Context: an optimization exercise on an open-source flow, tuned for small area, a short achievable clock period and few clock cycles. The choices shown serve that exercise and are no tape-out recipe.
The RTL was checked by simulation tests, not by an equivalence proof against the original design.

==> flow/design.v, too long to show whole: its modules and the start of the top module <==
// module zeta_rom: 139 lines
// module butterfly_unit: 814 lines
// module ntt_top: 212 lines
module ntt_top (
    input  logic        clk,
    input  logic        rst,
    input  logic        i_start,
    input  logic        i_mode,
    output logic        o_done,
    output logic        o_bram_a_we,
    output logic [7:0]  o_bram_a_addr,
    output logic [15:0] o_bram_a_wdata,
    output logic        o_bram_b_we,
    output logic [7:0]  o_bram_b_addr,
    output logic [15:0] o_bram_b_wdata,
    input  logic [15:0] i_bram_dout_a,
    input  logic [15:0] i_bram_dout_b
);
  // ...
==> flow/run.sh <==
#!/bin/bash
# synth_recipe.tcl (not shown) runs the flow's synth.tcl, then flattens the netlist and writes it again
# the make line also repeats each setting of config.mk as NAME=value (left out here)
make -C /OpenROAD-flow-scripts/flow DESIGN_CONFIG=/design/flow/config.mk WORK_HOME=/design/flow/orfs CLKGATE_MAP_FILE= SYNTH_SCRIPT=/design/flow/synth_recipe.tcl finish
==> flow/config.mk <==
export PLATFORM = sky130hd
export DESIGN_NAME = ntt_top
export DESIGN_NICKNAME = ntt_top
export VERILOG_FILES = /design/flow/design.v
export SDC_FILE = /design/flow/constraint.sdc
export NUM_CORES = 4
export LEC_CHECK = 0
export CAP_MARGIN = 20
export CORE_MARGIN = 2
export CORE_UTILIZATION = 25
export PLACE_DENSITY = 0.35
export SLEW_MARGIN = 20
==> flow/constraint.sdc <==
create_clock -name core_clock -period 13.5 [get_ports {clk}]
set_input_delay 2.7000 -clock core_clock [delete_from_list [all_inputs] [get_ports {clk}]]
set_output_delay 2.7000 -clock core_clock [all_outputs]
set_load 0.01 [all_outputs]
==> reports/results.md, run 1 <==
* run status: finished clean
* number of cells traversed by the worst hold path: 0
* final count of hold timing violations: 0
* library cell occupying the most area in the post-synthesis netlist: sky130_fd_sc_hd__dfxtp_1
* highest layer used for signal routing: met4
* TritonCTS buffer count: 42
* category of the worst setup path launch point: flop
* placeable core region: 91390 um^2
* leading cell type in the layout, fill and taps excluded: sky130_fd_sc_hd__inv_1
* Worst setup EP type: output port
* Yosys warning count: 3
* family with the most delay on the worst path: buffers and inverters
* termination of the worst setup path: o_bram_b_wdata[6]
* tapcell count: 1186
* instance count on the critical path: 1
* Remaining DRCs: 0
* number of sequential cells in the layout: 308
* Worst Hold Margin: 0.3067 ns
* commonest cells in the synthesized netlist: 280 x sky130_fd_sc_hd__inv_1, 250 x sky130_fd_sc_hd__nor2_1, 242 x sky130_fd_sc_hd__dfxtp_1
* fraction of layout cells with a size suffix above 1: 7.536%
* Slew HR: 24.91%
* estimated wirelength of the detail-placed design: 51.59 mm
* effective utilization at floorplan: 25.16%
* number of distinct standard cells referenced by the synthesized netlist: 93
* end of the worst hold path: u_bf.w2[11]$_DFF_P_
* Hold WC Path Type: reg2reg
* Diodes inserted: 1
* fraction of the mapped netlist area in compound gates: 15.79%
* count of buffers not belonging to the clock network in the layout: 98
* TritonCTS Sinks: 308
* share of the synthesized area in the top cell type: 21.07%
* Row Count: 111
* simple logic cell fraction of the synthesized area: 17.07%
* flip-flop count of the largest register after layout: 17
* GRT met2 Usage: 24.76%
* GRT Max-Usage Layer: met2
* first-pass GRT wire length: 110.5 mm
* area of the multi-input gates: 14630 um^2
Testbench counts, summed over its fixed seeds: cycles 66,632.
==> run 2, diff against run 1 <==
--- a/flow/config.mk
+++ b/flow/config.mk
@@ -7,6 +7,6 @@
 export LEC_CHECK = 0
 export CAP_MARGIN = 20
 export CORE_MARGIN = 2
-export CORE_UTILIZATION = 25
-export PLACE_DENSITY = 0.35
+export CORE_UTILIZATION = 55
+export PLACE_DENSITY = 0.65
 export SLEW_MARGIN = 20
==> run 2 against run 1 <==
Effect of this change:
- critical endpoint is now op_u[1]$_DFF_P_
- largest cell class unchanged
- final cell count fell by 17%
- critical path depth rose by 10
- routed wire length fell by 16%
- highest routed layer unchanged
- register-to-register slack got worse by 0.18 ns
- sequential share of layout area rose by 1.1 points
- area after synthesis did not move
- hold slack improved by 0.014 ns
- still clean on timing, DRC and antenna
- flip-flop and latch count did not move
- first-iteration DRC count rose by 37%
==> reports/results.md, run 2 <==
* clock network latency to the later pin of the worst-skew pair: 0.57 ns
* Via-to-Cell Ratio: 5.798
* horizontal extent of the die: 208.5 um
* effective utilization at floorplan: 56.06%, +31 points
* placeable core region: 41020 um^2, -55%
* GRT Util Overall: 27.43%
* Synth Cell Area: 23000 um^2
* y dimension of the die: 208.5 um
* largest net degree at the start of global routing: 72
* setup clock skew after layout: 0.03834 ns
* GRT overflow: 0
* leading cell type in the layout, fill and taps excluded: sky130_fd_sc_hd__inv_1
* TNS Setup: 0 ns
* Via Count: 18398
* flip-flop count of the largest register after layout: 17, unchanged
* slew at the pin closest to its max-slew limit: 1.092 ns
* TritonCTS Sinks: 308, unchanged
* Yosys warning count: 3, unchanged
* CTS tree: done
* final net count: 2959
* WL final: 59.62 mm
* maximum clock rate: 0.2158 GHz
* registers with the most flip-flops: u_bf.t13: 17 flops, u_bf.ch2: 16 flops, u_bf.sh2: 16 flops
* top cells by area in the synthesized netlist: sky130_fd_sc_hd__dfxtp_1 21%, sky130_fd_sc_hd__fa_1 13%, sky130_fd_sc_hd__ha_1 8.6%
* post-CTS setup buffer count: 0
* peak fanout along the critical path: 36
* number of antenna violations at the first check in global routing: 0
* final count of hold timing violations: 0, unchanged
* cell depth of the worst flop-to-flop path: 11
* number of detailed-routing iterations run before antenna repair: 5
* DRC violation total after the first TritonRoute iteration: 1527
* Finish-stage setup viols: 0
* number of gates given a new drive strength after cts: 0
* Row Count: 74, -33%
* Slew HR: 27.02%, +2.1 points
* fraction of layout cells with a size suffix above 1: 7.119%, -0.42 points
* Worst setup EP type: flop
* period utilization: 34.32%
* cell chosen for the clock root: sky130_fd_sc_hd__clkbuf_16
* via count of the first global-routing pass: 18207
* Setup Crit Path Kind: reg2reg
* library cell occupying the most area in the post-synthesis netlist: sky130_fd_sc_hd__dfxtp_1
* number of distinct standard cells referenced by the synthesized netlist: 93, unchanged
* number of max-capacitance violations reported: 0
* library cell with the highest instance count after synthesis: sky130_fd_sc_hd__inv_1
* category of the worst setup path launch point: flop
* post-synthesis async set-or-reset flop share: 9.740%
* routed length per instance: 18.79 um
* Worst EP required: 13.90 ns
* flip-flop and latch count after synthesis: 308
* share of the synthesized area in the top cell type: 21.07%, unchanged
* Syn Inst Count: 2625
* Detail Route Antenna Nets: 0
* number of buffers added on ports: 70
* final critical path time including I/O delays and setup: 4.634 ns
* Hold WC Path Type: reg2reg
* share of the yosys chip area belonging to registers: 29.03%
* register clock-pin slew on the reported worst setup and hold paths: 0.06 ns
* TritonCTS buffer count: 37, -12%
* run status: finished clean
* number of cells traversed by the worst hold path: 0, unchanged
* worst-case clock buffer depth: 3
* highest-count cells in the layout ignoring fill and taps: 280 x sky130_fd_sc_hd__inv_1, 249 x sky130_fd_sc_hd__nor2_1, 240 x sky130_fd_sc_hd__dfxtp_1, 221 x sky130_fd_sc_hd__nand2_1
* number of flops mapped to enable cells by yosys: 36
* Diodes inserted: 0, -1
* area of the die: 43460 um^2
* final count of pins violating max slew: 0
* depth of the CTS H-tree: 2
* Crit path arrival time: 5.04 ns
* layout filler cell count: 3589
* commonest cells in the synthesized netlist: 280 x sky130_fd_sc_hd__inv_1, 250 x sky130_fd_sc_hd__nor2_1, 242 x sky130_fd_sc_hd__dfxtp_1
* Remaining DRCs: 0, unchanged
* unrepaired setup endpoints after global routing: no
* most used flip-flop cell after synthesis: sky130_fd_sc_hd__dfxtp_1
* top register by number of flip-flops: u_bf.t13
* synth-to-layout area growth: 9.799%
* # IOs: 87
* first-pass GRT wire length: 95.78 mm, -13%
* estimated wirelength of the detail-placed design: 42.94 mm, -17%
* per-instance average area after synthesis: 8.760 um^2
* hold-fix buffers at CTS: 0
* Final GP Congestion: 0.9322
[run 2: cell counts after synthesis]
No cell type changed its count.
[run 2: through the flow]
step           instance area [um^2]  instances  hold slack (ns)  worst slack (ns)  util, %
6_report                      25250       3173           0.3211             8.866    61.56
5_1_grt                       25250       3173           0.3252             8.603    61.56
4_1_cts                       25250       3173           0.3229             9.000    61.55
3_5_place_dp                  23920       3105           0.3121             8.999    58.33
3_3_place_gp                  23920       3105           0.3098             9.050    58.33
2_1_floorplan                 23020       2632           0.3096             9.892        -
[run 2: area by class of cell]
class	count	area (um^2)	share of cell area, %
clock inverters	18	256.5	1.016
inverters	285	1070	4.237
clock buffers	50	1065	4.217
multi-input cells	1887	14640	57.97
repair buffers	93	873.3	3.459
flip-flops and latches	308	6683	26.47
well taps	532	665.6	2.636
[run 2: worst max-delay path, cell delays in order, from the launching register on]
cell and delay (ns):
sky130_fd_sc_hd__dfrtp_1 0.58, sky130_fd_sc_hd__inv_1 0.28, sky130_fd_sc_hd__ha_1 0.46, sky130_fd_sc_hd__buf_4 0.39, sky130_fd_sc_hd__nand2_1 0.72, sky130_fd_sc_hd__nor2_1 0.28, sky130_fd_sc_hd__o21bai_1 0.14, sky130_fd_sc_hd__a22oi_1 0.12
sky130_fd_sc_hd__o32ai_4 0.13, sky130_fd_sc_hd__buf_4 0.44, sky130_fd_sc_hd__mux2_2 0.39, sky130_fd_sc_hd__a2111oi_0 0.52
[run 2: final timing paths]
| path | from | slack, ns | end |
|---|---|---|---|
| setup / recovery | t[1]$_DFFE_PP0P_ | 8.87 | op_u[1]$_DFF_P_ |
| hold / removal | u_bf.w3[4]$_DFF_P_ | 0.32 | u_bf.w4[4]$_DFF_P_ |
| setup reg to reg | t[1]$_DFFE_PP0P_ | 8.87 | op_u[1]$_DFF_P_ |
| hold reg to reg | u_bf.w3[4]$_DFF_P_ | 0.32 | u_bf.w4[4]$_DFF_P_ |
| max in group asynchronous | rst | 10.66 | mode_q$_DFFE_PP0P_ |
| min in group asynchronous | rst | 2.52 | addr_b_q[1]$_DFF_PP0_ |
[run 2: cells by family (layout without fill, tap and decap cells)]
logic type / Yosys count / count (layout) / share of synthesized area (%)
mux: 63 / 63 / 3.629
compound gates: 550 / 550 / 15.79
fa+ha+maj: 311 / 311 / 21.92
simple gates: 825 / 825 / 17.07
buf+inv: 437 / 446 / 7.498
xor+xnor: 130 / 130 / 5.049
flops: 308 / 308 / 29.03
other cells: 1 / 8 / 0.01631
[run 2: per-layer routing]
layer  up-vias  track usage [%]  share of wire [%]
li1       8817                -                  -
met1      8905            37.13                 45
met2       580            45.22                 47
met3        96            4.634                5.9
met4         0            8.038                2.2
met5         -                0                  0

[separate check: timing with driven ports]
No port has a modelled driver above. Below, the same layouts with a new extraction and two added sets of constraints. Step 1 sets driving cells, clkbuf_16 on the clock port and buf_2 on the other inputs (assumed; they add their load-dependent delay and slew). Step 2 adds t to the input delays and takes it off the output delays; t is the mean of the earliest and latest rising clock arrival at the registers after step 1. Input paths then give back, and output paths get back, about the clock's delay inside the block. a / b / c = no drivers / after step 1 / after step 2; a / b = the first two.
run | t, ns | slack for setup (ns) | worst register clock-pin slew, ns | pins driven straight from the clock port
run 1 | 0.627 | 8.982 / 8.921 / 9.046 | 0.06 / 0.06 | 1
run 2 | 0.601 | 8.866 / 8.866 / 8.866 | 0.06 / 0.06 | 1
After both steps every run listed still meets setup and hold.
